Background: an optimization exercise with open tools, aiming at a short achievable clock period and few clock cycles. Do not read the settings as production practice. The RTL was checked by simulation tests, not by an equivalence proof against the original design. Power and IR drop assume default switching activity.

==> design/flow/config.mk <==
export PLATFORM = sky130hd
export DESIGN_NAME = cr16_core
export DESIGN_NICKNAME = cr16_core
export VERILOG_FILES = /design/flow/design.v
export SDC_FILE = /design/flow/constraint.sdc
export NUM_CORES = 4
export LEC_CHECK = 0
export CAP_MARGIN = 20
export CORE_MARGIN = 2
export CORE_UTILIZATION = 50
export SETUP_SLACK_MARGIN = 3.9
export SLEW_MARGIN = 20
export SYNTH_HIERARCHICAL = 1
export SYNTH_MINIMUM_KEEP_SIZE = 0
==> design/flow/design.v <==
localparam integer FLAG_C = 0;
localparam integer FLAG_L = 1;
localparam integer FLAG_F = 2;
localparam integer FLAG_Z = 3;
localparam integer FLAG_N = 4;
localparam logic [3:0] ST_FETCH      = 4'd0;
localparam logic [3:0] ST_FETCH_WAIT = 4'd1;
localparam logic [3:0] ST_DECODE     = 4'd2;
localparam logic [3:0] ST_EXEC       = 4'd3;
localparam logic [3:0] ST_MEM        = 4'd4;
localparam logic [3:0] ST_MEM_WAIT   = 4'd5;
localparam logic [3:0] COND_EQ = 4'b0000;
localparam logic [3:0] COND_NE = 4'b0001;
localparam logic [3:0] COND_CS = 4'b0010;
localparam logic [3:0] COND_CC = 4'b0011;
localparam logic [3:0] COND_FS = 4'b0100;
localparam logic [3:0] COND_FC = 4'b0101;
localparam logic [3:0] COND_LT = 4'b0110;
localparam logic [3:0] COND_LO = 4'b1000;
localparam logic [3:0] COND_GE = 4'b1011;
localparam logic [3:0] COND_HS = 4'b1101;
localparam logic [3:0] COND_UC = 4'b1110;
localparam logic [2:0] ALU_ADD  = 3'd0;
localparam logic [2:0] ALU_SUB  = 3'd1;
localparam logic [2:0] ALU_AND  = 3'd2;
localparam logic [2:0] ALU_OR   = 3'd3;
localparam logic [2:0] ALU_XOR  = 3'd4;
localparam logic [2:0] ALU_PASS = 3'd5;
localparam logic [3:0] OP_EXT   = 4'b0000;
localparam logic [3:0] OP_ADDI  = 4'b0001;
localparam logic [3:0] OP_SUBI  = 4'b0100;
localparam logic [3:0] OP_CMPI  = 4'b0101;
localparam logic [3:0] OP_ANDI  = 4'b0111;
localparam logic [3:0] OP_ORI   = 4'b1000;
localparam logic [3:0] OP_XORI  = 4'b1001;
localparam logic [3:0] OP_MOVIL = 4'b1010;
localparam logic [3:0] OP_MOVIU = 4'b1011;
localparam logic [3:0] OP_BCOND = 4'b1100;
localparam logic [3:0] OP_MEM   = 4'b1111;
localparam logic [3:0] EXT_ADD   = 4'b0000;
localparam logic [3:0] EXT_SUB   = 4'b0011;
localparam logic [3:0] EXT_CMP   = 4'b0100;
localparam logic [3:0] EXT_AND   = 4'b0110;
localparam logic [3:0] EXT_OR    = 4'b0111;
localparam logic [3:0] EXT_XOR   = 4'b1000;
localparam logic [3:0] EXT_MOV   = 4'b0001;
localparam logic [3:0] EXT_LOAD  = 4'b1010;
localparam logic [3:0] EXT_STORE = 4'b1011;
module cr16_alu (
    input  logic        sub,
    input  logic [3:0]  sel,       
    input  logic        pass,      
    input  logic [15:0] pa,
    input  logic [15:0] ga,
    input  logic [15:0] gs,
    input  logic [15:0] b,
    output logic [15:0] result,
    output logic [4:0]  flags
);
localparam integer FLAG_C = 0;
localparam integer FLAG_L = 1;
localparam integer FLAG_F = 2;
localparam integer FLAG_Z = 3;
localparam integer FLAG_N = 4;
localparam logic [3:0] ST_FETCH      = 4'd0;
localparam logic [3:0] ST_FETCH_WAIT = 4'd1;
localparam logic [3:0] ST_DECODE     = 4'd2;
localparam logic [3:0] ST_EXEC       = 4'd3;
localparam logic [3:0] ST_MEM        = 4'd4;
localparam logic [3:0] ST_MEM_WAIT   = 4'd5;
localparam logic [3:0] COND_EQ = 4'b0000;
localparam logic [3:0] COND_NE = 4'b0001;
localparam logic [3:0] COND_CS = 4'b0010;
localparam logic [3:0] COND_CC = 4'b0011;
localparam logic [3:0] COND_FS = 4'b0100;
localparam logic [3:0] COND_FC = 4'b0101;
localparam logic [3:0] COND_LT = 4'b0110;
localparam logic [3:0] COND_LO = 4'b1000;
localparam logic [3:0] COND_GE = 4'b1011;
localparam logic [3:0] COND_HS = 4'b1101;
localparam logic [3:0] COND_UC = 4'b1110;
localparam logic [2:0] ALU_ADD  = 3'd0;
localparam logic [2:0] ALU_SUB  = 3'd1;
localparam logic [2:0] ALU_AND  = 3'd2;
localparam logic [2:0] ALU_OR   = 3'd3;
localparam logic [2:0] ALU_XOR  = 3'd4;
localparam logic [2:0] ALU_PASS = 3'd5;
localparam logic [3:0] OP_EXT   = 4'b0000;
localparam logic [3:0] OP_ADDI  = 4'b0001;
localparam logic [3:0] OP_SUBI  = 4'b0100;
localparam logic [3:0] OP_CMPI  = 4'b0101;
localparam logic [3:0] OP_ANDI  = 4'b0111;
localparam logic [3:0] OP_ORI   = 4'b1000;
localparam logic [3:0] OP_XORI  = 4'b1001;
localparam logic [3:0] OP_MOVIL = 4'b1010;
localparam logic [3:0] OP_MOVIU = 4'b1011;
localparam logic [3:0] OP_BCOND = 4'b1100;
localparam logic [3:0] OP_MEM   = 4'b1111;
localparam logic [3:0] EXT_ADD   = 4'b0000;
localparam logic [3:0] EXT_SUB   = 4'b0011;
localparam logic [3:0] EXT_CMP   = 4'b0100;
localparam logic [3:0] EXT_AND   = 4'b0110;
localparam logic [3:0] EXT_OR    = 4'b0111;
localparam logic [3:0] EXT_XOR   = 4'b1000;
localparam logic [3:0] EXT_MOV   = 4'b0001;
localparam logic [3:0] EXT_LOAD  = 4'b1010;
localparam logic [3:0] EXT_STORE = 4'b1011;
    logic [15:0] ps, ta, sum_a, sum_s;
    logic [16:0] ca, cs;
    logic        zero_a, zero_s;
    assign ps = ~pa;
    assign ta = ga | pa;
    cr16_carry u_add (.cin(1'b0), .p(pa), .g(ga), .c(ca));
    cr16_carry u_sub (.cin(1'b1), .p(ps), .g(gs), .c(cs));
    assign sum_a = pa ^ ca[15:0];
    assign sum_s = ps ^ cs[15:0];
    assign zero_a = (pa == {ta[14:0], 1'b0});
    assign zero_s = (pa == 16'd0);
    always_comb begin
        flags = '0;
        if (sub) begin
            flags[FLAG_Z] = zero_s;
            flags[FLAG_F] = cs[16] ^ cs[15];
            flags[FLAG_C] = ~cs[16];
            flags[FLAG_L] = ~cs[16];
            flags[FLAG_N] = ps[15] ^ cs[16];
        end else begin
            flags[FLAG_Z] = zero_a;
            flags[FLAG_F] = ca[16] ^ ca[15];
            flags[FLAG_C] = ca[16];
        end
    end
    assign result = ({16{sel[0] & ~sub}} & sum_a) | ({16{sel[0] & sub}} & sum_s)
                    | ({16{sel[1]}} & ga) | ({16{sel[2]}} & ta)
                    | ({16{sel[3]}} & pa) | ({16{pass}} & b);
endmodule
module cr16_carry #(
    parameter int W = 16
) (
    input  logic         cin,
    input  logic [W-1:0] p,
    input  logic [W-1:0] g,
    output logic [W:0]   c
);
    localparam int L = (W + 1 <= 8) ? 3 : ((W + 1 <= 16) ? 4 : 5);
    logic [W:0] gg [L+1];
    logic [W:0] pp [L+1];
    assign gg[0] = {g, cin};
    assign pp[0] = {p, 1'b0};
    genvar l, k;
    generate
        for (l = 0; l < L; l++) begin : lvl
            for (k = 0; k <= W; k++) begin : pos
                if (k >= (1 << l)) begin : comb
                    assign gg[l+1][k] = gg[l][k] | (pp[l][k] & gg[l][k - (1 << l)]);
                    assign pp[l+1][k] = pp[l][k] & pp[l][k - (1 << l)];
                end else begin : pass_through
                    assign gg[l+1][k] = gg[l][k];
                    assign pp[l+1][k] = pp[l][k];
                end
            end
        end
    endgenerate
    assign c = gg[L];
endmodule
module cr16_decoder (
    input  logic [15:0] instr,
    input  logic [4:0]  flags,
    output logic        imm_sel,
    output logic [15:0] imm,
    output logic        sub,
    output logic [3:0]  sel,       
    output logic        pass,
    output logic        wreg,
    output logic        wflags,
    output logic        load,
    output logic        store,
    output logic        taken
);
localparam integer FLAG_C = 0;
localparam integer FLAG_L = 1;
localparam integer FLAG_F = 2;
localparam integer FLAG_Z = 3;
localparam integer FLAG_N = 4;
localparam logic [3:0] ST_FETCH      = 4'd0;
localparam logic [3:0] ST_FETCH_WAIT = 4'd1;
localparam logic [3:0] ST_DECODE     = 4'd2;
localparam logic [3:0] ST_EXEC       = 4'd3;
localparam logic [3:0] ST_MEM        = 4'd4;
localparam logic [3:0] ST_MEM_WAIT   = 4'd5;
localparam logic [3:0] COND_EQ = 4'b0000;
localparam logic [3:0] COND_NE = 4'b0001;
localparam logic [3:0] COND_CS = 4'b0010;
localparam logic [3:0] COND_CC = 4'b0011;
localparam logic [3:0] COND_FS = 4'b0100;
localparam logic [3:0] COND_FC = 4'b0101;
localparam logic [3:0] COND_LT = 4'b0110;
localparam logic [3:0] COND_LO = 4'b1000;
localparam logic [3:0] COND_GE = 4'b1011;
localparam logic [3:0] COND_HS = 4'b1101;
localparam logic [3:0] COND_UC = 4'b1110;
localparam logic [2:0] ALU_ADD  = 3'd0;
localparam logic [2:0] ALU_SUB  = 3'd1;
localparam logic [2:0] ALU_AND  = 3'd2;
localparam logic [2:0] ALU_OR   = 3'd3;
localparam logic [2:0] ALU_XOR  = 3'd4;
localparam logic [2:0] ALU_PASS = 3'd5;
localparam logic [3:0] OP_EXT   = 4'b0000;
localparam logic [3:0] OP_ADDI  = 4'b0001;
localparam logic [3:0] OP_SUBI  = 4'b0100;
localparam logic [3:0] OP_CMPI  = 4'b0101;
localparam logic [3:0] OP_ANDI  = 4'b0111;
localparam logic [3:0] OP_ORI   = 4'b1000;
localparam logic [3:0] OP_XORI  = 4'b1001;
localparam logic [3:0] OP_MOVIL = 4'b1010;
localparam logic [3:0] OP_MOVIU = 4'b1011;
localparam logic [3:0] OP_BCOND = 4'b1100;
localparam logic [3:0] OP_MEM   = 4'b1111;
localparam logic [3:0] EXT_ADD   = 4'b0000;
localparam logic [3:0] EXT_SUB   = 4'b0011;
localparam logic [3:0] EXT_CMP   = 4'b0100;
localparam logic [3:0] EXT_AND   = 4'b0110;
localparam logic [3:0] EXT_OR    = 4'b0111;
localparam logic [3:0] EXT_XOR   = 4'b1000;
localparam logic [3:0] EXT_MOV   = 4'b0001;
localparam logic [3:0] EXT_LOAD  = 4'b1010;
localparam logic [3:0] EXT_STORE = 4'b1011;
    logic [3:0] op, ext;
    logic       alu;
    assign op  = instr[15:12];
    assign ext = instr[7:4];
    always_comb begin
        alu    = 1'b1;
        sub    = 1'b0;
        sel    = 4'b0001;
        wflags = 1'b0;
        case (op)
            OP_EXT: begin
                case (ext)
                    EXT_ADD: wflags = 1'b1;
                    EXT_SUB, EXT_CMP: begin
                        sub    = 1'b1;
                        wflags = 1'b1;
                    end
                    EXT_AND: sel = 4'b0010;
                    EXT_OR: sel = 4'b0100;
                    EXT_XOR: sel = 4'b1000;
                    default: alu = 1'b0;
                endcase
            end
            OP_ADDI: wflags = 1'b1;
            OP_SUBI, OP_CMPI: begin
                sub    = 1'b1;
                wflags = 1'b1;
            end
            OP_ANDI: sel = 4'b0010;
            OP_ORI: sel = 4'b0100;
            OP_XORI: sel = 4'b1000;
            default: alu = 1'b0;
        endcase
        if (!alu) begin
            sel = 4'b0000;
        end
    end
    always_comb begin
        case (op)
            OP_ADDI, OP_SUBI, OP_CMPI: imm = {{8{instr[7]}}, instr[7:0]};
            OP_MOVIU: imm = {instr[7:0], 8'h00};
            default: imm = {8'h00, instr[7:0]};
        endcase
    end
    always_comb begin
        case (op)
            OP_ADDI, OP_SUBI, OP_CMPI, OP_ANDI, OP_ORI, OP_XORI, OP_MOVIL, OP_MOVIU:
                imm_sel = 1'b1;
            default: imm_sel = 1'b0;
        endcase
    end
    assign pass  = (op == OP_MEM && ext == EXT_MOV) || op == OP_MOVIL || op == OP_MOVIU;
    assign wreg  = (alu && !(op == OP_CMPI || (op == OP_EXT && ext == EXT_CMP))) || pass;
    assign load  = (op == OP_MEM) && (ext == EXT_LOAD);
    assign store = (op == OP_MEM) && (ext == EXT_STORE);
    always_comb begin
        case (instr[11:8])
            COND_EQ: taken = flags[FLAG_Z];
            COND_NE: taken = !flags[FLAG_Z];
            COND_CS: taken = flags[FLAG_C];
            COND_CC: taken = !flags[FLAG_C];
            COND_FS: taken = flags[FLAG_F];
            COND_FC: taken = !flags[FLAG_F];
            COND_LO: taken = flags[FLAG_L];
            COND_HS: taken = !flags[FLAG_L];
            COND_LT: taken = flags[FLAG_N];
            COND_GE: taken = !flags[FLAG_N];
            COND_UC: taken = 1'b1;
            default: taken = 1'b0;
        endcase
        taken = taken && op == OP_BCOND;
    end
endmodule
module cr16_imm_select (
    input  logic [3:0] op,
    output logic       imm_sel
);
localparam integer FLAG_C = 0;
localparam integer FLAG_L = 1;
localparam integer FLAG_F = 2;
localparam integer FLAG_Z = 3;
localparam integer FLAG_N = 4;
localparam logic [3:0] ST_FETCH      = 4'd0;
localparam logic [3:0] ST_FETCH_WAIT = 4'd1;
localparam logic [3:0] ST_DECODE     = 4'd2;
localparam logic [3:0] ST_EXEC       = 4'd3;
localparam logic [3:0] ST_MEM        = 4'd4;
localparam logic [3:0] ST_MEM_WAIT   = 4'd5;
localparam logic [3:0] COND_EQ = 4'b0000;
localparam logic [3:0] COND_NE = 4'b0001;
localparam logic [3:0] COND_CS = 4'b0010;
localparam logic [3:0] COND_CC = 4'b0011;
localparam logic [3:0] COND_FS = 4'b0100;
localparam logic [3:0] COND_FC = 4'b0101;
localparam logic [3:0] COND_LT = 4'b0110;
localparam logic [3:0] COND_LO = 4'b1000;
localparam logic [3:0] COND_GE = 4'b1011;
localparam logic [3:0] COND_HS = 4'b1101;
localparam logic [3:0] COND_UC = 4'b1110;
localparam logic [2:0] ALU_ADD  = 3'd0;
localparam logic [2:0] ALU_SUB  = 3'd1;
localparam logic [2:0] ALU_AND  = 3'd2;
localparam logic [2:0] ALU_OR   = 3'd3;
localparam logic [2:0] ALU_XOR  = 3'd4;
localparam logic [2:0] ALU_PASS = 3'd5;
localparam logic [3:0] OP_EXT   = 4'b0000;
localparam logic [3:0] OP_ADDI  = 4'b0001;
localparam logic [3:0] OP_SUBI  = 4'b0100;
localparam logic [3:0] OP_CMPI  = 4'b0101;
localparam logic [3:0] OP_ANDI  = 4'b0111;
localparam logic [3:0] OP_ORI   = 4'b1000;
localparam logic [3:0] OP_XORI  = 4'b1001;
localparam logic [3:0] OP_MOVIL = 4'b1010;
localparam logic [3:0] OP_MOVIU = 4'b1011;
localparam logic [3:0] OP_BCOND = 4'b1100;
localparam logic [3:0] OP_MEM   = 4'b1111;
localparam logic [3:0] EXT_ADD   = 4'b0000;
localparam logic [3:0] EXT_SUB   = 4'b0011;
localparam logic [3:0] EXT_CMP   = 4'b0100;
localparam logic [3:0] EXT_AND   = 4'b0110;
localparam logic [3:0] EXT_OR    = 4'b0111;
localparam logic [3:0] EXT_XOR   = 4'b1000;
localparam logic [3:0] EXT_MOV   = 4'b0001;
localparam logic [3:0] EXT_LOAD  = 4'b1010;
localparam logic [3:0] EXT_STORE = 4'b1011;
    always_comb begin
        case (op)
            OP_ADDI, OP_SUBI, OP_CMPI, OP_ANDI, OP_ORI, OP_XORI, OP_MOVIL, OP_MOVIU:
                imm_sel = 1'b1;
            default: imm_sel = 1'b0;
        endcase
    end
endmodule
module cr16_regfile (
    input  logic        I_CLK,
    input  logic        I_NRESET,
    input  logic [15:0] ld_we,
    input  logic [15:0] ld_data,
    input  logic [15:0] fwd_sel,
    input  logic [15:0] fwd_data,
    input  logic [3:0]  raddr_a,
    input  logic [3:0]  raddr_b,
    input  logic        imm_sel,
    input  logic [15:0] imm,
    output logic [15:0] rdata_a,
    output logic [15:0] rdata_b
);
    logic [15:0] regs [16];
    logic [255:0] view;
    always_ff @(posedge I_CLK or negedge I_NRESET) begin
        if (!I_NRESET) begin
            for (int i = 0; i < 16; i++) begin
                regs[i] <= '0;
            end
        end else begin
            for (int i = 0; i < 16; i++) begin
                if (ld_we[i]) begin
                    regs[i] <= ld_data;
                end else if (fwd_sel[i]) begin
                    regs[i] <= fwd_data;
                end
            end
        end
    end
    always_comb begin
        for (int i = 0; i < 16; i++) begin
            view[16*i +: 16] = fwd_sel[i] ? fwd_data : regs[i];
        end
    end
    cr16_read_port u_read_a (.addr(raddr_a), .view(view), .data(rdata_a));
    cr16_read_port_imm u_read_b (
        .addr(raddr_b), .imm_sel(imm_sel), .imm(imm), .view(view), .data(rdata_b)
    );
endmodule
module cr16_read_port (
    input  logic [3:0]   addr,
    input  logic [255:0] view,
    output logic [15:0]  data
);
    logic [15:0] lvl1 [4];
    always_comb begin
        for (int k = 0; k < 4; k++) begin
            case (addr[1:0])
                2'd0: lvl1[k] = view[16*(4*k+0) +: 16];
                2'd1: lvl1[k] = view[16*(4*k+1) +: 16];
                2'd2: lvl1[k] = view[16*(4*k+2) +: 16];
                default: lvl1[k] = view[16*(4*k+3) +: 16];
            endcase
        end
        case (addr[3:2])
            2'd0: data = lvl1[0];
            2'd1: data = lvl1[1];
            2'd2: data = lvl1[2];
            default: data = lvl1[3];
        endcase
    end
endmodule
module cr16_read_port_imm (
    input  logic [3:0]   addr,
    input  logic         imm_sel,
    input  logic [15:0]  imm,
    input  logic [255:0] view,
    output logic [15:0]  data
);
    logic [15:0] lvl1 [4];
    logic [3:0]  hsel;
    always_comb begin
        for (int k = 0; k < 4; k++) begin
            case (addr[1:0])
                2'd0: lvl1[k] = view[16*(4*k+0) +: 16];
                2'd1: lvl1[k] = view[16*(4*k+1) +: 16];
                2'd2: lvl1[k] = view[16*(4*k+2) +: 16];
                default: lvl1[k] = view[16*(4*k+3) +: 16];
            endcase
            hsel[k] = addr[3:2] == 2'(k) && !imm_sel;
        end
        data = {16{imm_sel}} & imm;
        for (int k = 0; k < 4; k++) begin
            data = data | ({16{hsel[k]}} & lvl1[k]);
        end
    end
endmodule
module cr16_branch_target (
    input  logic [15:0] pc,
    input  logic [7:0]  imm8,
    output logic [15:0] tgt
);
    logic [15:0] p16, g16, unused;
    logic [8:0]  c, c_up, c_dn;
    logic [7:0]  p, g, hi, hi_up, hi_dn, thi, hi_c1, hi_c0;
    cr16_bit_xor u_xor (.a({8'd0, pc[7:0]}), .b({8'd0, imm8}), .y(p16));
    cr16_bit_and u_and (.a({8'd0, pc[7:0]}), .b({8'd0, imm8}), .y(g16), .yn(unused));
    assign p = p16[7:0];
    assign g = g16[7:0];
    cr16_carry #(.W(8)) u_lo (.cin(1'b1), .p(p), .g(g), .c(c));
    assign hi = pc[15:8];
    cr16_carry #(.W(8)) u_up (.cin(1'b1), .p(hi), .g(8'd0), .c(c_up));
    cr16_carry #(.W(8)) u_dn (.cin(1'b0), .p(~hi), .g(hi), .c(c_dn));
    assign hi_up = hi ^ c_up[7:0];
    assign hi_dn = ~hi ^ c_dn[7:0];
    assign hi_c1 = imm8[7] ? hi : hi_up;
    assign hi_c0 = imm8[7] ? hi_dn : hi;
    cr16_mux8 u_hi (.s(c[8]), .a(hi_c1), .b(hi_c0), .y(thi));
    assign tgt = {thi, p ^ c[7:0]};
endmodule
module cr16_mux8 (
    input  logic       s,
    input  logic [7:0] a,
    input  logic [7:0] b,
    output logic [7:0] y
);
    assign y = s ? a : b;
endmodule
module cr16_operands (
    input  logic [15:0] rf_a,
    input  logic [15:0] b,
    output logic [15:0] pa,    
    output logic [15:0] ga,    
    output logic [15:0] gs     
);
    cr16_bit_xor u_xor (.a(rf_a), .b(b), .y(pa));
    cr16_bit_and u_and (.a(rf_a), .b(b), .y(ga), .yn(gs));
endmodule
module cr16_bit_xor (
    input  logic [15:0] a,
    input  logic [15:0] b,
    output logic [15:0] y
);
    assign y = a ^ b;
endmodule
module cr16_bit_and (
    input  logic [15:0] a,
    input  logic [15:0] b,
    output logic [15:0] y,     
    output logic [15:0] yn     
);
    assign y  = a & b;
    assign yn = a & ~b;
endmodule
module cr16_core #(
    parameter logic [15:0] P_RESET_VECTOR = 16'h0000
) (
    input  logic        I_CLK,
    input  logic        I_NRESET,
    input  logic        mem_ack,
    input  logic [15:0] mem_rdata,
    output logic        mem_req,
    output logic        mem_we,
    output logic [15:0] mem_addr,
    output logic [15:0] mem_wdata,
    output logic [4:0]  status_flags
);
localparam integer FLAG_C = 0;
localparam integer FLAG_L = 1;
localparam integer FLAG_F = 2;
localparam integer FLAG_Z = 3;
localparam integer FLAG_N = 4;
localparam logic [3:0] ST_FETCH      = 4'd0;
localparam logic [3:0] ST_FETCH_WAIT = 4'd1;
localparam logic [3:0] ST_DECODE     = 4'd2;
localparam logic [3:0] ST_EXEC       = 4'd3;
localparam logic [3:0] ST_MEM        = 4'd4;
localparam logic [3:0] ST_MEM_WAIT   = 4'd5;
localparam logic [3:0] COND_EQ = 4'b0000;
localparam logic [3:0] COND_NE = 4'b0001;
localparam logic [3:0] COND_CS = 4'b0010;
localparam logic [3:0] COND_CC = 4'b0011;
localparam logic [3:0] COND_FS = 4'b0100;
localparam logic [3:0] COND_FC = 4'b0101;
localparam logic [3:0] COND_LT = 4'b0110;
localparam logic [3:0] COND_LO = 4'b1000;
localparam logic [3:0] COND_GE = 4'b1011;
localparam logic [3:0] COND_HS = 4'b1101;
localparam logic [3:0] COND_UC = 4'b1110;
localparam logic [2:0] ALU_ADD  = 3'd0;
localparam logic [2:0] ALU_SUB  = 3'd1;
localparam logic [2:0] ALU_AND  = 3'd2;
localparam logic [2:0] ALU_OR   = 3'd3;
localparam logic [2:0] ALU_XOR  = 3'd4;
localparam logic [2:0] ALU_PASS = 3'd5;
localparam logic [3:0] OP_EXT   = 4'b0000;
localparam logic [3:0] OP_ADDI  = 4'b0001;
localparam logic [3:0] OP_SUBI  = 4'b0100;
localparam logic [3:0] OP_CMPI  = 4'b0101;
localparam logic [3:0] OP_ANDI  = 4'b0111;
localparam logic [3:0] OP_ORI   = 4'b1000;
localparam logic [3:0] OP_XORI  = 4'b1001;
localparam logic [3:0] OP_MOVIL = 4'b1010;
localparam logic [3:0] OP_MOVIU = 4'b1011;
localparam logic [3:0] OP_BCOND = 4'b1100;
localparam logic [3:0] OP_MEM   = 4'b1111;
localparam logic [3:0] EXT_ADD   = 4'b0000;
localparam logic [3:0] EXT_SUB   = 4'b0011;
localparam logic [3:0] EXT_CMP   = 4'b0100;
localparam logic [3:0] EXT_AND   = 4'b0110;
localparam logic [3:0] EXT_OR    = 4'b0111;
localparam logic [3:0] EXT_XOR   = 4'b1000;
localparam logic [3:0] EXT_MOV   = 4'b0001;
localparam logic [3:0] EXT_LOAD  = 4'b1010;
localparam logic [3:0] EXT_STORE = 4'b1011;
    logic        pend;        
    logic        tx_fetch;    
    logic        tx_load;     
    logic        exec;        
    logic        ld_pend;     
    logic        done;
    logic [15:0] pc;          
    logic [15:0] iw;          
    logic [15:0] op_a;        
    logic [15:0] op_b;        
    logic [15:0] op_pa;       
    logic [15:0] op_ga;       
    logic [15:0] op_gs;       
    logic [15:0] tgt;         
    logic        x_sub, x_pass, x_wreg, x_wflags;
    logic        x_load, x_store, x_jump, x_next;   
    logic [3:0]  x_sel;
    logic [15:0] d_imm, d_b, d_pa, d_ga, d_gs, d_tgt;
    logic        d_imm_sel, d_sub, d_pass, d_wreg, d_wflags, d_load, d_store, d_taken;
    logic [3:0]  d_sel;
    logic [15:0] rf_a;
    logic        r_imm_sel;   
    logic [15:0] alu_result;
    logic [4:0]  alu_flags;
    logic [15:0] next_pc;
    logic [15:0] pc_inc;
    logic [16:0] inc_c;
    logic [15:0] res;         
    logic [15:0] res_sel;     
    logic [3:0]  ld_rd;
    logic [15:0] ld_we;
    assign done = mem_req && mem_ack;
    cr16_decoder u_decoder (
        .instr(mem_rdata), .flags(status_flags),
        .imm_sel(d_imm_sel), .imm(d_imm),
        .sub(d_sub), .sel(d_sel), .pass(d_pass), .wreg(d_wreg), .wflags(d_wflags),
        .load(d_load), .store(d_store), .taken(d_taken)
    );
    cr16_imm_select u_imm_select (.op(mem_rdata[15:12]), .imm_sel(r_imm_sel));
    cr16_regfile u_regfile (
        .I_CLK(I_CLK), .I_NRESET(I_NRESET),
        .ld_we(ld_we), .ld_data(iw),
        .fwd_sel(res_sel), .fwd_data(res),
        .raddr_a(mem_rdata[11:8]), .raddr_b(mem_rdata[3:0]),
        .imm_sel(r_imm_sel), .imm(d_imm),
        .rdata_a(rf_a), .rdata_b(d_b)
    );
    cr16_operands u_operands (
        .rf_a(rf_a), .b(d_b), .pa(d_pa), .ga(d_ga), .gs(d_gs)
    );
    cr16_branch_target u_target (.pc(pc), .imm8(mem_rdata[7:0]), .tgt(d_tgt));
    always_ff @(posedge I_CLK or negedge I_NRESET) begin
        if (!I_NRESET) begin
            iw       <= '0;
            op_a     <= '0;
            op_b     <= '0;
            op_pa    <= '0;
            op_ga    <= '0;
            op_gs    <= '0;
            tgt      <= '0;
            x_sub    <= 1'b0;
            x_sel    <= '0;
            x_pass   <= 1'b0;
            x_wreg   <= 1'b0;
            x_wflags <= 1'b0;
            x_load   <= 1'b0;
            x_store  <= 1'b0;
            x_jump   <= 1'b0;
            x_next   <= 1'b0;
        end else begin
            iw       <= mem_rdata;
            op_a     <= rf_a;
            op_b     <= d_b;
            op_pa    <= d_pa;
            op_ga    <= d_ga;
            op_gs    <= d_gs;
            tgt      <= d_tgt;
            x_sub    <= d_sub;
            x_sel    <= d_sel;
            x_pass   <= d_pass;
            x_wreg   <= d_wreg;
            x_wflags <= d_wflags;
            x_load   <= d_load;
            x_store  <= d_store;
            x_jump   <= d_taken;
            x_next   <= !(d_load || d_store || d_taken);
        end
    end
    cr16_alu u_alu (
        .sub(x_sub), .sel(x_sel), .pass(x_pass), .pa(op_pa), .ga(op_ga), .gs(op_gs),
        .b(op_b),
        .result(alu_result), .flags(alu_flags)
    );
    assign next_pc = x_jump ? tgt : pc;
    cr16_carry u_inc (.cin(1'b1), .p(pc), .g(16'd0), .c(inc_c));
    assign pc_inc = pc ^ inc_c[15:0];
    always_comb begin
        for (int i = 0; i < 16; i++) begin
            ld_we[i] = ld_pend && ld_rd == 4'(i);
        end
    end
    always_ff @(posedge I_CLK or negedge I_NRESET) begin
        if (!I_NRESET) begin
            pend         <= 1'b1;
            tx_fetch     <= 1'b1;
            tx_load      <= 1'b0;
            exec         <= 1'b0;
            ld_pend      <= 1'b0;
            mem_req      <= 1'b0;
            mem_we       <= 1'b0;
            mem_addr     <= P_RESET_VECTOR;
            mem_wdata    <= '0;
            pc           <= P_RESET_VECTOR;
            status_flags <= '0;
            ld_rd        <= '0;
            res          <= '0;
            res_sel      <= '0;
        end else begin
            exec    <= done && tx_fetch;
            ld_pend <= done && !tx_fetch && tx_load;
            res     <= alu_result;
            for (int i = 0; i < 16; i++) begin
                res_sel[i] <= exec && x_wreg && iw[11:8] == 4'(i);
            end
            if (done) begin
                mem_req <= 1'b0;
                pend    <= 1'b1;
            end else if (pend && !mem_ack) begin
                mem_req <= 1'b1;
                pend    <= 1'b0;
            end
            if (done && tx_fetch) begin
                pc <= pc_inc;
            end
            if (done && !tx_fetch) begin
                tx_fetch <= 1'b1;
            end
            if (exec) begin
                pc <= next_pc;
                if (x_wflags) begin
                    status_flags <= alu_flags;
                end
                tx_fetch  <= !(x_load || x_store);
                tx_load   <= x_load;
                ld_rd     <= iw[11:8];
                mem_we    <= x_store;
                mem_addr  <= ({16{x_store}} & op_a) | ({16{x_load}} & op_b)
                             | ({16{x_jump}} & tgt) | ({16{x_next}} & pc);
                mem_wdata <= op_b;
            end else if (!mem_req && tx_fetch) begin
                mem_we   <= 1'b0;
                mem_addr <= pc;
            end
        end
    end
endmodule
==> design/flow/constraint.sdc <==
create_clock -name core_clock -period 6.0 [get_ports {I_CLK}]
set_input_delay 1.2000 -clock core_clock [delete_from_list [all_inputs] [get_ports {I_CLK}]]
set_output_delay 1.2000 -clock core_clock [all_outputs]
set_load 0.01 [all_outputs]
==> design/flow/run.sh <==
#!/bin/bash
# synth_recipe.tcl (not shown) runs the flow's synth.tcl, then flattens the netlist and writes it again
# the make line also repeats each setting of config.mk as NAME=value (left out here)
make -C /OpenROAD-flow-scripts/flow DESIGN_CONFIG=/design/flow/config.mk WORK_HOME=/design/flow/orfs CLKGATE_MAP_FILE= SYNTH_SCRIPT=/design/flow/synth_recipe.tcl finish
==> metrics.csv, run 1 <==
metric,value,unit
status,timing/DRC/antenna clean,
Worst-path clk slew,60,ps
clock share of power,0.346,
Switching Fraction,0.307,
CTS hold repair buffers,0,
critical setup path kind,flop to output port,
fin crit share,0.397,
worst reg-to-reg path cell count,11,
initial antenna violation count,2,
IO Pins,58,
remaining global-route overflow,0,
Die Y,245,um
worst min-delay path class,flop to flop,
"Largest delay share family, worst path",flip-flops,
ANT nets after route,0,
first-pass GRT wire length,143,mm
RR Startpoint,op_pa[8],
"Avg Cell Area, Syn",12.8,sq um
number of synthesis warnings,22,
# diodes,0,
Synth Instances,2269,
buffers and inverters on the worst path,1,
layout filler cell count,4404,
Max Fclk,420,MHz
Hold Path Cell Cnt,1,
Via density,6.34,
IO Port Bufs,57,
H-tree levels,2,
"slowest stage delay, CP",410,ps
max reg flops,256,
maxcap violations,0,
cell area after synthesis,29000,sq um
Final GP Congestion,0.990,
post-layout min period,2380,ps
max_slew headroom,0.345,
Critical Path Slowest Stage Cell,dfrtp_1,
clk_skew,34.6,ps
CTS root buf,clkbuf_16,
sequential share of power,0.424,
Internal,6.47,mW
Worst Tran Pin Value,982,ps
Die Width,245,um
Switch Pwr,2.87,mW
hold path endpoint,mem_wdata[5],
r2r endpoint,res[13],
Routed WL,98.4,mm
Reg2Reg Setup Slack,3640,ps
largest net degree at the start of global routing,153,
hold path start,mem_wdata[5],
Critical Path RT,4800,ps
final hold violations,0,
Critical Path AT,1180,ps
startpoint types,flop,
die footprint,59900,sq um
Leak,16.4,nW
vias in the first global route,20900,
Remaining DRCs,0,
Final Power,9.33,mW
clock latency on the worst-skew pair,630,ps
crit-path cells,buf_2,
Initial DRC Count,2095,
Comb power frac,0.230,
total number of vias,21100,
area grow syn2layout,23.9,%
NumNets Final,2552,
initial core utilization,0.504,
crit-path max FO,2,
maximum VDD drop,0.278,mV
wire per inst,29.5,um
PwrDens,260,nW/um^2
Max clock buf depth,3,
Reg with most FFs,u_regfile.regs,
CTS sink cnt,476,
CTS Buf Count,53,
final setup violation count,0,
area of the multi-input gates,17100,sq um
setup tns final,0,ps
Cell Rows,88,
layout cells sized above 1,0.529,
GRT Resource Usage Total,0.327,
core area,57500,sq um
Worst Setup End Kind,output port,
RSZ-0062 raised after global routing,true,
Reg area,12000,sq um
CTS tree,built,
count of final max-slew check failures,0,
hpwl dp,59.5,mm
DRT Pass-1 Iters,6,
==> area by class of cell <==
class / instances / share of cell area
inverter: 29 / 0.00331
clock inverter: 14 / 0.00414
sequential: 476 / 0.333
clock buffer: 76 / 0.0427
tap: 765 / 0.0266
multi-input combinational: 1625 / 0.476
timing repair buffer: 348 / 0.114
==> worst reg2reg max path, cell delays in order (launching register included) <==
cell      delay, ps
dfrtp_2         440
inv_4            60
a21o_1          150
a21o_1          170
a221o_1         360
or2_4           290
buf_4           140
o21a_1          160
nand2_1          70
o21ai_2          80
a21oi_2         170
o221ai_2        140
==> metal layers <==
layer  routed length (um)  global-route usage  up-vias
li1                     -                   -     8884
met1                40900               0.449    11100
met2                45300               0.510      945
met3                 7980              0.0670      216
met4                 4230               0.130        2
met5                   12                   0        -
==> power groups by stage <==
stage	clock network (mW)	registers (mW)	logic (mW)
detailed placement	0	4.01	1.75
finish	3.23	3.95	2.15
global placement	0	4.00	1.72
floorplan	0	3.84	1.27
global route	3.40	4.00	2.32
CTS	3.28	3.93	2.03
==> through the flow <==
step,area (sq um),hold WS [ps],setup WS (ps),std cells,utilization
global route,35900,493,3510,3333,0.625
finish,35900,477,3620,3333,0.625
floorplan,29500,450,3400,2327,-
CTS,34900,485,3590,3275,0.607
global placement,30000,463,2000,3000,0.522
detailed placement,30000,476,1850,3000,0.522
==> layout by cell type (no fill, tap or decap), types with 14 or more instances in the layout <==
cell type	n
nand3_1	14
a21oi_1	37
a22o_1	30
nand2_2	19
nand4_1	28
buf_6	47
nor2b_1	22
mux2_4	193
conb_1	64
a22oi_2	56
o21ai_1	50
buf_4	168
buf_16	20
inv_1	23
and2_1	19
and2_4	14
nor2_4	14
xnor2_1	40
nand3_2	21
dfrtp_2	41
mux4_2	128
nand2_1	95
and2b_1	14
buf_2	35
a21o_1	41
mux2i_1	17
clkbuf_16	54
mux2_1	38
a222oi_1	15
nor2_1	39
buf_12	63
mux2_2	330
o21ai_0	42
dfrtp_1	430
xor2_1	42
==> worst max path at each step <==
stage	endpoint	slack, ps	cells after the start	from
after floorplan	tgt[10]	3400	7	mem_rdata[2]
after global placement	op_pa[15]	2000	8	mem_rdata[12]
after detailed placement	op_pa[0]	1850	8	mem_rdata[12]
after CTS	mem_req	3590	1	mem_req
after global routing	res[14]	3510	11	op_pa[8]
final	mem_req	3620	1	mem_req
==> what timing repair did <==
action	4_1_cts	5_1_grt
setup buffers	167	57
cloned	18	1
resized for setup	556	110
pin swaps	116	67
setup endpoints to repair	318	214
Testbench counts, summed over its fixed seeds: cycles 53,159.
==> inputs of run 2 (changes only) <==
--- a/design/flow/config.mk
+++ b/design/flow/config.mk
@@ -10,3 +10,3 @@
 export CORE_UTILIZATION = 50
-export SETUP_SLACK_MARGIN = 3.9
+export SETUP_SLACK_MARGIN = 3.7
 export SLEW_MARGIN = 20
==> metrics.csv, run 2 <==
metric,value,unit
status,timing/DRC/antenna clean,
Reg2Reg Setup Slack,3670,ps
GRT Resource Usage Total,0.316,
remaining global-route overflow,0,
layout filler cell count,4667,
Routed WL,95.0,mm
final instance area,33900,sq um
Leak,15.6,nW
"commonest non-fill, non-tap cell in the layout",dfrtp_1,
CTS sink cnt,476,
first-pass GRT wire length,139,mm
Synth Instances,2269,
final hold violations,0,
Worst-path clk slew,60,ps
Initial DRC Count,2016,
worst reg-to-reg path cell count,9,
Max Fclk,423,MHz
startpoint types,flop,
post-layout min period,2370,ps
hold path endpoint,mem_wdata[0],
H-tree levels,2,
NumNets Final,2441,
Cell Rows,88,
Remaining DRCs,0,
CTS Buf Count,54,
CTS hold repair buffers,0,
clock latency on the worst-skew pair,620,ps
CTS root buf,clkbuf_16,
DRT Pass-1 Iters,5,
number of synthesis warnings,22,
"Largest delay share family, worst path",flip-flops,
Critical Path Slowest Stage Cell,dfrtp_1,
largest net degree at the start of global routing,129,
crit-path cells,buf_2,
layout cells sized above 1,0.478,
max_slew headroom,0.358,
critical setup path kind,flop to output port,
die footprint,59900,sq um
final setup violation count,0,
initial antenna violation count,3,
crit-path max FO,2,
Worst Tran Pin Value,960,ps
maxcap violations,0,
area grow syn2layout,16.9,%
"slowest stage delay, CP",410,ps
Critical Path AT,1170,ps
Final GP Congestion,0.971,
hpwl dp,60.5,mm
"Avg Cell Area, Syn",12.8,sq um
setup tns final,0,ps
RR Startpoint,op_pa[2],
"commonest cells after routing, fill and taps aside","dfrtp_1, mux2_2, mux2_4, mux4_2, buf_4",
IO Pins,58,
Final Power,9.29,mW
count of final max-slew check failures,0,
r2r endpoint,res[11],
Reg with most FFs,u_regfile.regs,
Max clock buf depth,3,
wire per inst,29.4,um
initial core utilization,0.504,
IO Port Bufs,57,
fin crit share,0.394,
total number of vias,20500,
max reg flops,256,
PwrDens,274,nW/um^2
dpl cell area,30000,sq um
clk_skew,24.2,ps
maximum VDD drop,0.229,mV
Hold Path Cell Cnt,1,
hold path start,mem_wdata[0],
ANT nets after route,0,
cell area after synthesis,29000,sq um
vias in the first global route,20400,
CTS tree,built,
worst min-delay path class,flop to flop,
RSZ-0062 raised after global routing,true,
Critical Path RT,4800,ps
Worst Setup End Kind,output port,
Die Y,245,um
buffers and inverters on the worst path,1,
Via density,6.34,
Die Width,245,um
core area,57500,sq um
-- run 2: cell type report --
class	count	area, sq um	area share
diodes	1	2.50	0.0000738
clock buffers	74	1560	0.0460
clock inverters	25	236	0.00698
inverters	29	109	0.00321
multi-input cells	1625	16500	0.488
flip-flops and latches	476	12000	0.353
well taps	765	957	0.0282
repair buffers	236	2540	0.0749
-- run 2: metrics by stage --
stage               hold slack (ps)  setup slack (ps)  utilization  std cells
floorplan                       450              3400            -       2327
global placement                467              1940        0.522       2999
detailed placement              473              1850        0.522       2999
CTS                             483              3570        0.574       3172
global route                    500              3580        0.590       3230
finish                          477              3630        0.590       3231
-- run 2: worst max-delay path by stage --
stage | slack (ps) | startpoint | end | cells after the start
after floorplan | 3400 | mem_rdata[2] | tgt[10] | 7
after global placement | 1940 | mem_rdata[12] | op_pa[5] | 8
after detailed placement | 1850 | mem_rdata[12] | op_pa[5] | 8
after CTS | 3570 | mem_wdata[14] | mem_wdata[14] | 1
after global routing | 3580 | op_pa[3] | status_flags[3] | 7
final | 3630 | mem_addr[0] | mem_addr[0] | 1
-- run 2: metal layers --
| layer | track usage | part of all wire | up-vias | routed length, um |
|---|---|---|---|---|
| met5 | 0 | 0.00014 | - | 13 |
| met4 | 0.126 | 0.042 | 2 | 4000 |
| met3 | 0.0571 | 0.077 | 220 | 7290 |
| met2 | 0.494 | 0.46 | 842 | 44000 |
| met1 | 0.439 | 0.42 | 10800 | 39700 |
| li1 | - | - | 8638 | - |
-- run 2: repair_timing --
item / 4_1_cts / 5_1_grt
setup endpoints to repair: 183 / 171
setup buffers: 65 / 57
pin swaps: 25 / 34
resized for setup: 373 / 91
gates cloned: 9 / 1
-- run 2: report_power, final --
part | switching [mW] | internal [mW] | total (mW) | leakage [nW]
combinational | 0.945 | 1.00 | 1.95 | 8.30
clock | 1.39 | 1.98 | 3.37 | 0.894
sequential | 0.473 | 3.50 | 3.97 | 6.40
total | 2.81 | 6.48 | 9.29 | 15.6
==> inputs of run 3 (changes only) <==
--- a/design/flow/config.mk
+++ b/design/flow/config.mk
@@ -9,3 +9,3 @@
 export CORE_MARGIN = 2
-export CORE_UTILIZATION = 50
+export CORE_UTILIZATION = 45
 export SETUP_SLACK_MARGIN = 3.7
==> metrics.csv, run 3 <==
metric,value,unit
M1 WL,38.6,mm
Die Y,258,um
Worst Tran Pin Value,1000,ps
ANT nets after route,0,
setup ws final,3600,ps
maxcap violations,0,
setup tns final,0,ps
Via density,6.15,
Cell Rows,93,
total number of vias,20300,
"Avg Cell Area, Syn",12.8,sq um
Leak,15.4,nW
IO Port Bufs,57,
remaining global-route overflow,0,
initial core utilization,0.452,
fin crit share,0.400,
maximum VDD drop,0.214,mV
Critical Path RT,4800,ps
Layout Cells excl Fill,3294,
largest net degree at the start of global routing,124,
final setup violation count,0,
core area,64100,sq um
area grow syn2layout,16.6,%
die footprint,66500,sq um
NumNets Final,2420,
"slowest stage delay, CP",410,ps
vias in the first global route,20300,
crit-path cells,buf_2,
Synth Instances,2269,
DR WL met2,42.8,mm
clk_skew,35.0,ps
buffers and inverters on the worst path,1,
count of final max-slew check failures,0,
max_slew headroom,0.330,
critical setup path kind,flop to output port,
Max Fclk,417,MHz
"Largest delay share family, worst path",flip-flops,
Hold WS,479,ps
Initial DRC Count,2145,
wire per inst,28.2,um
Max clock buf depth,3,
crit-path max FO,2,
met3 wire len,8.03,mm
GRT Resource Usage Total,0.274,
DRT Pass-1 Iters,6,
dpl ws,1840,ps
PwrDens,271,nW/um^2
clock latency on the worst-skew pair,650,ps
H-tree levels,2,
final hold violations,0,
CTS tree,built,
post-layout min period,2400,ps
Worst-path clk slew,60,ps
Critical Path AT,1200,ps
first-pass GRT wire length,136,mm
max reg flops,256,
CTS hold repair buffers,0,
Final GP Congestion,0.914,
Critical Path Slowest Stage Cell,dfrtp_1,
status,timing/DRC/antenna clean,
hpwl dp,57.8,mm
Die Width,258,um
# diodes,0,
number of synthesis warnings,22,
worst min-delay path class,flop to flop,
CTS root buf,clkbuf_16,
RSZ-0062 raised after global routing,true,
CTS Buf Count,53,
Reg with most FFs,u_regfile.regs,
CTS sink cnt,476,
IO Pins,58,
Routed WL,92.8,mm
Worst Setup End Kind,output port,
"commonest cells after routing, fill and taps aside","dfrtp_1, mux2_2, mux2_4, mux4_2, nand2_1",
initial antenna violation count,5,
Max Used Layer,met5,
cell area after synthesis,29000,sq um
Final Power,9.17,mW
Remaining DRCs,0,
layout cells sized above 1,0.458,
placed cell count,3090,
"commonest non-fill, non-tap cell in the layout",dfrtp_1,
startpoint types,flop,
==> run 3: cell count changes in the layout (fill, tap and decap cells not counted), sizes merged <==
cell,delta
buf,-24
clkinv,-6
clkbuf,+5
clkdlybuf4s15,+2
and3b,-1
bufinv,-1
diode,-1
dlymetal6s2s,-1
==> run 3: per-stage QoR <==
stage	instance area, sq um	util
finish	33800	0.527
global route	33800	0.527
CTS	33000	0.515
detailed placement	30100	0.470
global placement	30100	0.469
floorplan	29500	-
==> run 3: where the power goes <==
part           switching (mW)  internal, mW  total, mW
registers               0.454          3.50       3.95
clock network            1.41          1.86       3.27
logic                   0.948         0.995       1.94
total                    2.81          6.36       9.17
==> run 3: worst paths after layout <==
check	startpoint	to	slack [ps]	cells past startpoint
max	mem_addr[15]	mem_addr[15]	3600	1
min	mem_wdata[0]	mem_wdata[0]	480	1
max reg2reg	ld_rd[0]	u_regfile.regs[7][15]	3650	3
min reg2reg	mem_wdata[0]	mem_wdata[0]	480	1
max in group asynchronous	I_NRESET	res_sel[9]	4090	2
min in group asynchronous	I_NRESET	tgt[2]	610	1
==> run 3: final cells by class <==
type / count / area [sq um]
sequential: 476 / 12000
timing repair buffer: 217 / 2490
clock inverter: 18 / 228
inverter: 29 / 109
multi-input combinational: 1624 / 16500
clock buffer: 75 / 1490
fill: 5361 / 30300
tap: 855 / 1070
==> run 3: timing repair <==
action                                  4_1_cts  5_1_grt
setup buffers                                59       39
endpoints found under the setup margin      228      189
gates resized for setup                     351       80
gates cloned                                  8        5
pin swaps                                    21       33
==> run 3: per-layer routing <==
layer,GRT usage,vias to the layer above
met4,0.107,6
met3,0.0661,190
li1,-,8599
met1,0.373,10600
met2,0.424,896
met5,0,-

## port drivers added, routing unchanged
In the flow no input, the clock included, has a driving cell. The finished layouts below were timed again as built, in two steps.
Step 1 sets driving cells, clkbuf_16 on the clock port and buf_2 on the other inputs (assumed; they add their load-dependent delay and slew).
Step 2, shift: input delay + t, output delay - t, t = (earliest + latest rising clock arrival at the registers) / 2. This alone moves slack from input paths to output paths.
Slacks: ideal / step 1 / step 2; pairs: ideal / step 1.
run | shift t [ns] | setup WS [ns] | worst setup path after step 2 | clock arrival spread, ns
run 1 | 0.679 | 3.619 / 3.550 / 2.871 | input to register | 0.036 / 0.035
run 2 | 0.667 | 3.634 / 3.544 / 2.877 | input to register | 0.031 / 0.031
run 3 | 0.697 | 3.600 / 3.535 / 2.858 | input to register | 0.035 / 0.035
After both steps every run listed still meets setup and hold. For run 2, which loses most, drivers alone change the setup slack by -0.090 ns; drivers and shift together by -0.757 ns.
